What follows belongs to an exercise in optimizing a design on an open flow for small area, a short achievable clock period and few clock cycles per item; a production flow would make more cautious choices.
In this exercise RTL edits were held to simulation tests only and were not proved equivalent to the original.
Power and IR drop assume default switching activity.

==> flow/design.v <==
`timescale 1ns / 1ps
package cpc_pkg;
  localparam int BYTE_W    = 8;
  localparam int WORD_W    = 32;
  localparam int RESP_W    = 3;
  localparam int ACT_W     = 4;
  localparam int CFG_IDX_W = 8;
  localparam logic [7:0] DEVICE_ID_RESET = 8'h00;
  localparam logic [7:0] CRC_POLY_RESET  = 8'h89;
  localparam logic [1:0] HDR_OK        = 2'd0;
  localparam logic [1:0] HDR_CLASS_ERR = 2'd1;
  localparam logic [1:0] HDR_CODE_ERR  = 2'd2;
  localparam logic [1:0] HDR_LEN_ERR   = 2'd3;
endpackage
`timescale 1ns / 1ps
module cpc_decode (
  input  logic [7:0] cmd_class_i,
  input  logic [7:0] cmd_code_i,
  input  logic [7:0] len_high_i,
  input  logic [7:0] len_low_i,
  output logic [1:0] err_o,    
  output logic [3:0] act_o     
);
  logic       class_ok, code_ok;
  logic [7:0] need_high, need_low;
  logic [3:0] act;
  always_comb begin
    class_ok  = 1'b1;
    code_ok   = 1'b1;
    need_high = 8'h00;
    need_low  = 8'h00;
    act       = 4'd0;
    case (cmd_class_i)
      8'h01: begin
        need_low = 8'h04;
        case (cmd_code_i)
          8'h0A:   act = 4'd1;
          8'h0B:   act = 4'd2;
          8'h0C:   act = 4'd3;
          default: code_ok = 1'b0;
        endcase
      end
      8'h02: begin
        case (cmd_code_i)
          8'h0A:   act = 4'd4;
          8'h0B:   act = 4'd5;
          default: code_ok = 1'b0;
        endcase
      end
      8'h03: begin
        case (cmd_code_i)
          8'h0A:   begin act = 4'd6;  need_high = 8'h0C; end
          8'h0B:   begin act = 4'd7;  need_high = 8'h0C; end
          8'h0C:   begin act = 4'd8;  need_high = 8'h04; end
          8'h0D:   begin act = 4'd9;  need_high = 8'h0C; end
          8'h0E:   begin act = 4'd10; need_high = 8'h28; end
          default: code_ok = 1'b0;
        endcase
      end
      default: class_ok = 1'b0;
    endcase
    err_o = cpc_pkg::HDR_OK;
    act_o = act;
    if (!class_ok) begin
      err_o = cpc_pkg::HDR_CLASS_ERR;
      act_o = 4'd0;
    end else if (!code_ok) begin
      err_o = cpc_pkg::HDR_CODE_ERR;
      act_o = 4'd0;
    end else if (len_high_i != need_high || len_low_i != need_low) begin
      err_o = cpc_pkg::HDR_LEN_ERR;
      act_o = 4'd0;
    end
  end
endmodule
`timescale 1ns / 1ps
module cpc_crc_table (
  input  logic         clk,
  input  logic [7:0]   poly_i,
  output logic [127:0] tbl_o     
);
  function automatic logic [7:0] xstep(input logic [7:0] r, input logic [7:0] p);
    xstep = {r[6:0], 1'b0} ^ (r[7] ? p : 8'h00);
  endfunction
  logic [63:8] ev_r;    
  logic [63:0] od;      
  logic [63:0] od_r;
  logic [7:0]  p_r;
  always_ff @(posedge clk) begin
    p_r  <= poly_i;
    od_r <= od;
  end
  assign od[7:0] = xstep(poly_i, poly_i);
  for (genvar k = 1; k < 8; k++) begin : g_ent
    assign od[k*8 +: 8] = xstep(ev_r[k*8 +: 8], poly_i);
    always_ff @(posedge clk) ev_r[k*8 +: 8] <= xstep(od[(k-1)*8 +: 8], poly_i);
  end
  assign tbl_o[7:0] = p_r;
  for (genvar k = 1; k < 8; k++) begin : g_out
    assign tbl_o[k*16 +: 8] = ev_r[k*8 +: 8];
  end
  for (genvar k = 0; k < 8; k++) begin : g_out_od
    assign tbl_o[k*16+8 +: 8] = od_r[k*8 +: 8];
  end
endmodule
`timescale 1ns / 1ps
module cpc_crc_fold (
  input  logic [127:0] tbl_i,
  input  logic [7:0]   a_i,
  input  logic [7:0]   b_i,
  output logic [7:0]   crc_o
);
  always_comb begin
    crc_o = 8'h00;
    for (int i = 0; i < 8; i++) begin
      crc_o = crc_o ^ (tbl_i[(i+8)*8 +: 8] & {8{a_i[i]}}) ^ (tbl_i[i*8 +: 8] & {8{b_i[i]}});
    end
  end
endmodule
`timescale 1ns / 1ps
module command_packet_checker_top (
  input  logic                             clk,
  input  logic                             rst_n,
  input  logic                             in_valid,
  output logic                             in_ready,
  input  logic [7:0]                       in_cmd_class,
  input  logic [7:0]                       in_cmd_code,
  input  logic [7:0]                       in_len_high,
  input  logic [7:0]                       in_len_low,
  input  logic [cpc_pkg::WORD_W-1:0]       in_data_word,
  input  logic [7:0]                       in_rx_crc,
  output logic                             out_valid,
  input  logic                             out_ready,
  output logic [cpc_pkg::RESP_W-1:0]       out_response_code,
  output logic [cpc_pkg::ACT_W-1:0]        out_action,
  output logic [cpc_pkg::WORD_W-1:0]       out_payload_word,
  input  logic                             cfg_valid,
  output logic                             cfg_ready,
  input  logic [cpc_pkg::CFG_IDX_W-1:0]    cfg_index,
  input  logic [7:0]                       cfg_data
);
  localparam logic [4:0] SEQ_LAST = 5'd22;
  logic [7:0]  poly_r, dev_r;
  logic        busy_r;
  logic [4:0]  cnt_r;
  logic [7:0]  f_r, ea_r, eb_r, ec_r;
  logic        a_v_r;
  logic [31:0] w_r;      
  logic [7:0]  u_r;      
  logic [7:0]  e_r;      
  logic [3:0]  act_r;
  logic [1:0]  err_r;
  logic        out_v_r;
  logic [31:0] c_w_r;
  logic [3:0]  c_act_r;
  logic [1:0]  c_err_r;
  logic        c_ok_r, c_pay_r;
  logic [127:0] tbl;
  logic        cfg_acc, cfg_hit, in_acc, adv;
  assign cfg_ready = 1'b1;
  assign cfg_acc   = cfg_valid;
  assign cfg_hit   = cfg_acc && (cfg_index == 8'd0 || cfg_index == 8'd1);
  assign adv       = !out_v_r || out_ready;
  assign in_ready  = !busy_r && adv;
  assign in_acc    = in_valid && in_ready;
  cpc_crc_table u_table (
    .clk    (clk),
    .poly_i (poly_r),
    .tbl_o  (tbl)
  );
  logic        sel1;
  logic [31:0] x;
  logic [7:0]  u_in, e_in, e_hdr;
  logic [3:0]  act_in;
  logic [1:0]  err_in;
  assign sel1 = !in_cmd_class[1];    
  assign x    = sel1 ? in_data_word
                     : {6'b000000, 1'b1, in_cmd_class[0], 4'b0000, 1'b1, in_cmd_code[2:0],
                        2'b00, in_len_high[5], 1'b0, in_len_high[3:2], 2'b00, 8'h00};
  cpc_crc_fold u_f0 (.tbl_i(tbl), .a_i(x[31:24]), .b_i(x[23:16]), .crc_o(u_in));
  always_comb begin
    if (!sel1)              e_hdr = f_r;
    else if (in_cmd_code[2]) e_hdr = ec_r;
    else if (in_cmd_code[0]) e_hdr = eb_r;
    else                     e_hdr = ea_r;
  end
  assign e_in = in_rx_crc ^ e_hdr;
  cpc_decode u_decode (
    .cmd_class_i (in_cmd_class),
    .cmd_code_i  (in_cmd_code),
    .len_high_i  (in_len_high),
    .len_low_i   (in_len_low),
    .err_o       (err_in),
    .act_o       (act_in)
  );
  logic [7:0] t3;
  logic       crc_ok;
  cpc_crc_fold u_f1 (.tbl_i(tbl), .a_i(u_r ^ w_r[15:8]), .b_i(w_r[7:0]), .crc_o(t3));
  assign crc_ok = (t3 == e_r);
  always_comb begin
    case (c_err_r)
      cpc_pkg::HDR_CLASS_ERR: out_response_code = 3'd3;
      cpc_pkg::HDR_CODE_ERR:  out_response_code = 3'd4;
      cpc_pkg::HDR_LEN_ERR:   out_response_code = 3'd2;
      default:                out_response_code = c_ok_r ? 3'd0 : 3'd1;
    endcase
  end
  assign out_action       = c_ok_r ? c_act_r : 4'd0;
  assign out_payload_word = c_pay_r ? c_w_r : 32'd0;
  assign out_valid        = out_v_r;
  logic [15:0] seq_bytes;
  logic        u_clr;
  always_comb begin
    case (cnt_r)
      5'd7:    seq_bytes = {8'h00, dev_r};
      5'd8:    seq_bytes = {8'h01, 8'h0A};
      5'd9,
      5'd13,
      5'd17:   seq_bytes = {8'h00, 8'h04};
      5'd12:   seq_bytes = {f_r ^ 8'h01, 8'h0B};
      5'd16:   seq_bytes = {f_r ^ 8'h01, 8'h0C};
      5'd20:   seq_bytes = {f_r, 8'h00};
      default: seq_bytes = 16'h0000;
    endcase
  end
  assign u_clr = (cnt_r < 5'd8) || cnt_r == 5'd12 || cnt_r == 5'd16 || cnt_r == 5'd20;
  always_ff @(posedge clk) begin
    if (!rst_n) begin
      poly_r  <= cpc_pkg::CRC_POLY_RESET;
      dev_r   <= cpc_pkg::DEVICE_ID_RESET;
      busy_r  <= 1'b1;
      cnt_r   <= 5'd0;
      a_v_r   <= 1'b0;
      out_v_r <= 1'b0;
    end else begin
      if (cfg_acc && cfg_index == 8'd0) dev_r  <= cfg_data;
      if (cfg_acc && cfg_index == 8'd1) poly_r <= cfg_data;
      if (cfg_hit) begin
        busy_r <= 1'b1;
        cnt_r  <= 5'd0;
      end else if (busy_r) begin
        cnt_r <= cnt_r + 5'd1;
        if (cnt_r == SEQ_LAST) busy_r <= 1'b0;
      end
      if (adv) begin
        a_v_r   <= in_acc;
        out_v_r <= a_v_r;
      end
    end
  end
  always_ff @(posedge clk) begin
    if (busy_r) begin
      w_r[15:0] <= seq_bytes;
      u_r       <= u_clr ? 8'h00 : t3;
      if (cnt_r == 5'd8 || cnt_r == 5'd22) f_r <= t3;
      if (cnt_r == 5'd12) ea_r <= t3;
      if (cnt_r == 5'd16) eb_r <= t3;
      if (cnt_r == 5'd20) ec_r <= t3;
    end else if (adv) begin
      w_r   <= {in_data_word[31:16], x[15:0]};
      u_r   <= u_in;
      e_r   <= e_in;
      act_r <= act_in;
      err_r <= err_in;
    end
    if (adv) begin
      c_w_r   <= w_r;
      c_act_r <= act_r;
      c_err_r <= err_r;
      c_ok_r  <= crc_ok;
      c_pay_r <= crc_ok && (act_r == 4'd1 || act_r == 4'd2 || act_r == 4'd3);
    end
  end
endmodule
==> flow/config.mk <==
export PLATFORM = sky130hd
export DESIGN_NAME = command_packet_checker_top
export DESIGN_NICKNAME = command_packet_checker_top
export VERILOG_FILES = /design/flow/design.v
export SDC_FILE = /design/flow/constraint.sdc
export NUM_CORES = 4
export LEC_CHECK = 0
export CAP_MARGIN = 20
export CORE_MARGIN = 2
export CORE_UTILIZATION = 40
export CTS_CLUSTER_DIAMETER = 60
export CTS_CLUSTER_SIZE = 30
export SETUP_SLACK_MARGIN = 2.4
export SLEW_MARGIN = 20
==> flow/constraint.sdc <==
create_clock -name core_clock -period 5.2 [get_ports {clk}]
set_input_delay 1.0400 -clock core_clock [delete_from_list [all_inputs] [get_ports {clk}]]
set_output_delay 1.0400 -clock core_clock [all_outputs]
set_load 0.01 [all_outputs]
standard.sh (not shown) runs the stock make flow with config.mk's settings and CLKGATE_MAP_FILE= SYNTH_SCRIPT=/design/flow/synth_recipe.tcl, a recipe that flattens the netlist after the stock synthesis.
==> flow/flow/run.sh <==
#!/bin/bash
# standard layout, with the port buffers made of the smallest plain buffer
set -o pipefail
export BUFFER_PORTS_ARGS="-buffer_cell sky130_fd_sc_hd__buf_1"
bash standard.sh > standard.log 2>&1
The baseline completed without violations.
Testbench counts at the start, summed over its fixed seeds: cycles 15,048, items 14,400.
==> next run, changes <==
--- a/flow/design.v
+++ b/flow/design.v
@@ -6,21 +6,19 @@
   localparam int ACT_W     = 4;
   localparam int CFG_IDX_W = 8;
   localparam logic [7:0] DEVICE_ID_RESET = 8'h00;
   localparam logic [7:0] CRC_POLY_RESET  = 8'h89;
-  localparam logic [1:0] HDR_OK        = 2'd0;
-  localparam logic [1:0] HDR_CLASS_ERR = 2'd1;
-  localparam logic [1:0] HDR_CODE_ERR  = 2'd2;
-  localparam logic [1:0] HDR_LEN_ERR   = 2'd3;
+  localparam logic [3:0] HDR_LEN_ERR   = 4'd11;
+  localparam logic [3:0] HDR_CLASS_ERR = 4'd12;
+  localparam logic [3:0] HDR_CODE_ERR  = 4'd13;
 endpackage
 `timescale 1ns / 1ps
 module cpc_decode (
   input  logic [7:0] cmd_class_i,
   input  logic [7:0] cmd_code_i,
   input  logic [7:0] len_high_i,
   input  logic [7:0] len_low_i,
-  output logic [1:0] err_o,    
-  output logic [3:0] act_o     
+  output logic [3:0] hdr_o
 );
   logic       class_ok, code_ok;
   logic [7:0] need_high, need_low;
   logic [3:0] act;
@@ -58,19 +56,15 @@
         endcase
       end
       default: class_ok = 1'b0;
     endcase
-    err_o = cpc_pkg::HDR_OK;
-    act_o = act;
+    hdr_o = act;
     if (!class_ok) begin
-      err_o = cpc_pkg::HDR_CLASS_ERR;
-      act_o = 4'd0;
+      hdr_o = cpc_pkg::HDR_CLASS_ERR;
     end else if (!code_ok) begin
-      err_o = cpc_pkg::HDR_CODE_ERR;
-      act_o = 4'd0;
+      hdr_o = cpc_pkg::HDR_CODE_ERR;
     end else if (len_high_i != need_high || len_low_i != need_low) begin
-      err_o = cpc_pkg::HDR_LEN_ERR;
-      act_o = 4'd0;
+      hdr_o = cpc_pkg::HDR_LEN_ERR;
     end
   end
 endmodule
 `timescale 1ns / 1ps
@@ -147,14 +141,12 @@
   logic        a_v_r;
   logic [31:0] w_r;      
   logic [7:0]  u_r;      
   logic [7:0]  e_r;      
-  logic [3:0]  act_r;
-  logic [1:0]  err_r;
+  logic [3:0]  hdr_r;    
   logic        out_v_r;
   logic [31:0] c_w_r;
-  logic [3:0]  c_act_r;
-  logic [1:0]  c_err_r;
+  logic [3:0]  c_hdr_r;
   logic        c_ok_r, c_pay_r;
   logic [127:0] tbl;
   logic        cfg_acc, cfg_hit, in_acc, adv;
   assign cfg_ready = 1'b1;
@@ -170,10 +162,9 @@
   );
   logic        sel1;
   logic [31:0] x;
   logic [7:0]  u_in, e_in, e_hdr;
-  logic [3:0]  act_in;
-  logic [1:0]  err_in;
+  logic [3:0]  hdr_in;
   assign sel1 = !in_cmd_class[1];    
   assign x    = sel1 ? in_data_word
                      : {6'b000000, 1'b1, in_cmd_class[0], 4'b0000, 1'b1, in_cmd_code[2:0],
                         2'b00, in_len_high[5], 1'b0, in_len_high[3:2], 2'b00, 8'h00};
@@ -189,24 +180,27 @@
     .cmd_class_i (in_cmd_class),
     .cmd_code_i  (in_cmd_code),
     .len_high_i  (in_len_high),
     .len_low_i   (in_len_low),
-    .err_o       (err_in),
-    .act_o       (act_in)
+    .hdr_o       (hdr_in)
   );
   logic [7:0] t3;
   logic       crc_ok;
   cpc_crc_fold u_f1 (.tbl_i(tbl), .a_i(u_r ^ w_r[15:8]), .b_i(w_r[7:0]), .crc_o(t3));
   assign crc_ok = (t3 == e_r);
   always_comb begin
-    case (c_err_r)
+    case (c_hdr_r)
       cpc_pkg::HDR_CLASS_ERR: out_response_code = 3'd3;
       cpc_pkg::HDR_CODE_ERR:  out_response_code = 3'd4;
       cpc_pkg::HDR_LEN_ERR:   out_response_code = 3'd2;
       default:                out_response_code = c_ok_r ? 3'd0 : 3'd1;
     endcase
-  end
-  assign out_action       = c_ok_r ? c_act_r : 4'd0;
+    case (c_hdr_r)
+      cpc_pkg::HDR_CLASS_ERR, cpc_pkg::HDR_CODE_ERR, cpc_pkg::HDR_LEN_ERR:
+               out_action = 4'd0;
+      default: out_action = c_ok_r ? c_hdr_r : 4'd0;
+    endcase
+  end
   assign out_payload_word = c_pay_r ? c_w_r : 32'd0;
   assign out_valid        = out_v_r;
   logic [15:0] seq_bytes;
   logic        u_clr;
@@ -259,16 +253,14 @@
     end else if (adv) begin
       w_r   <= {in_data_word[31:16], x[15:0]};
       u_r   <= u_in;
       e_r   <= e_in;
-      act_r <= act_in;
-      err_r <= err_in;
+      hdr_r <= hdr_in;
     end
     if (adv) begin
       c_w_r   <= w_r;
-      c_act_r <= act_r;
-      c_err_r <= err_r;
+      c_hdr_r <= hdr_r;
       c_ok_r  <= crc_ok;
-      c_pay_r <= crc_ok && (act_r == 4'd1 || act_r == 4'd2 || act_r == 4'd3);
-    end
-  end
-endmodule
+      c_pay_r <= crc_ok && (hdr_r == 4'd1 || hdr_r == 4'd2 || hdr_r == 4'd3);
+    end
+  end
+endmodule
Maximum frequency decreases by about 2.4%; first-iteration DRC count decreases by 10%; synthesized cell count decreases by about 0.6%; power decreases by about 1%; core utilization increases by 0.45 points; cell area increases by 0.70%; synthesized area decreases by about 0.8%.
Testbench counts after the change, summed over its fixed seeds: cycles 15,048, items 14,400.

## re-timing with driven ports
How much do the figures lean on ideal ports? The routed layouts below were timed once more, with nothing changed but the port constraints. Step 1 sets driving cells, clkbuf_16 on the clock port and buf_2 on the other inputs (assumed; they add their load-dependent delay and slew). Step 2, shift: input delay + t, output delay - t, t = (earliest + latest rising clock arrival at the registers) / 2. This alone moves slack from input paths to output paths. Three values: no drivers, after step 1, after step 2; two values: the first two.
| run | t, ns | setup WS [ns] | hold WS [ns] | worst register clock-pin slew, ns | worst slew at a driven data input, ns |
|---|---|---|---|---|---|
| the first run | 0.591 | 2.341 / 2.367 / 1.777 | 0.425 / 0.425 / 0.425 | 0.09 / 0.09 | 0.05 |
| the second run | 0.589 | 2.270 / 2.270 / 1.956 | 0.406 / 0.406 / 0.406 | 0.08 / 0.08 | 0.04 |
After both steps setup and hold are still met in every run listed. For the first run, which loses most, drivers alone change the setup slack by +0.026 ns; drivers and shift together by -0.564 ns.
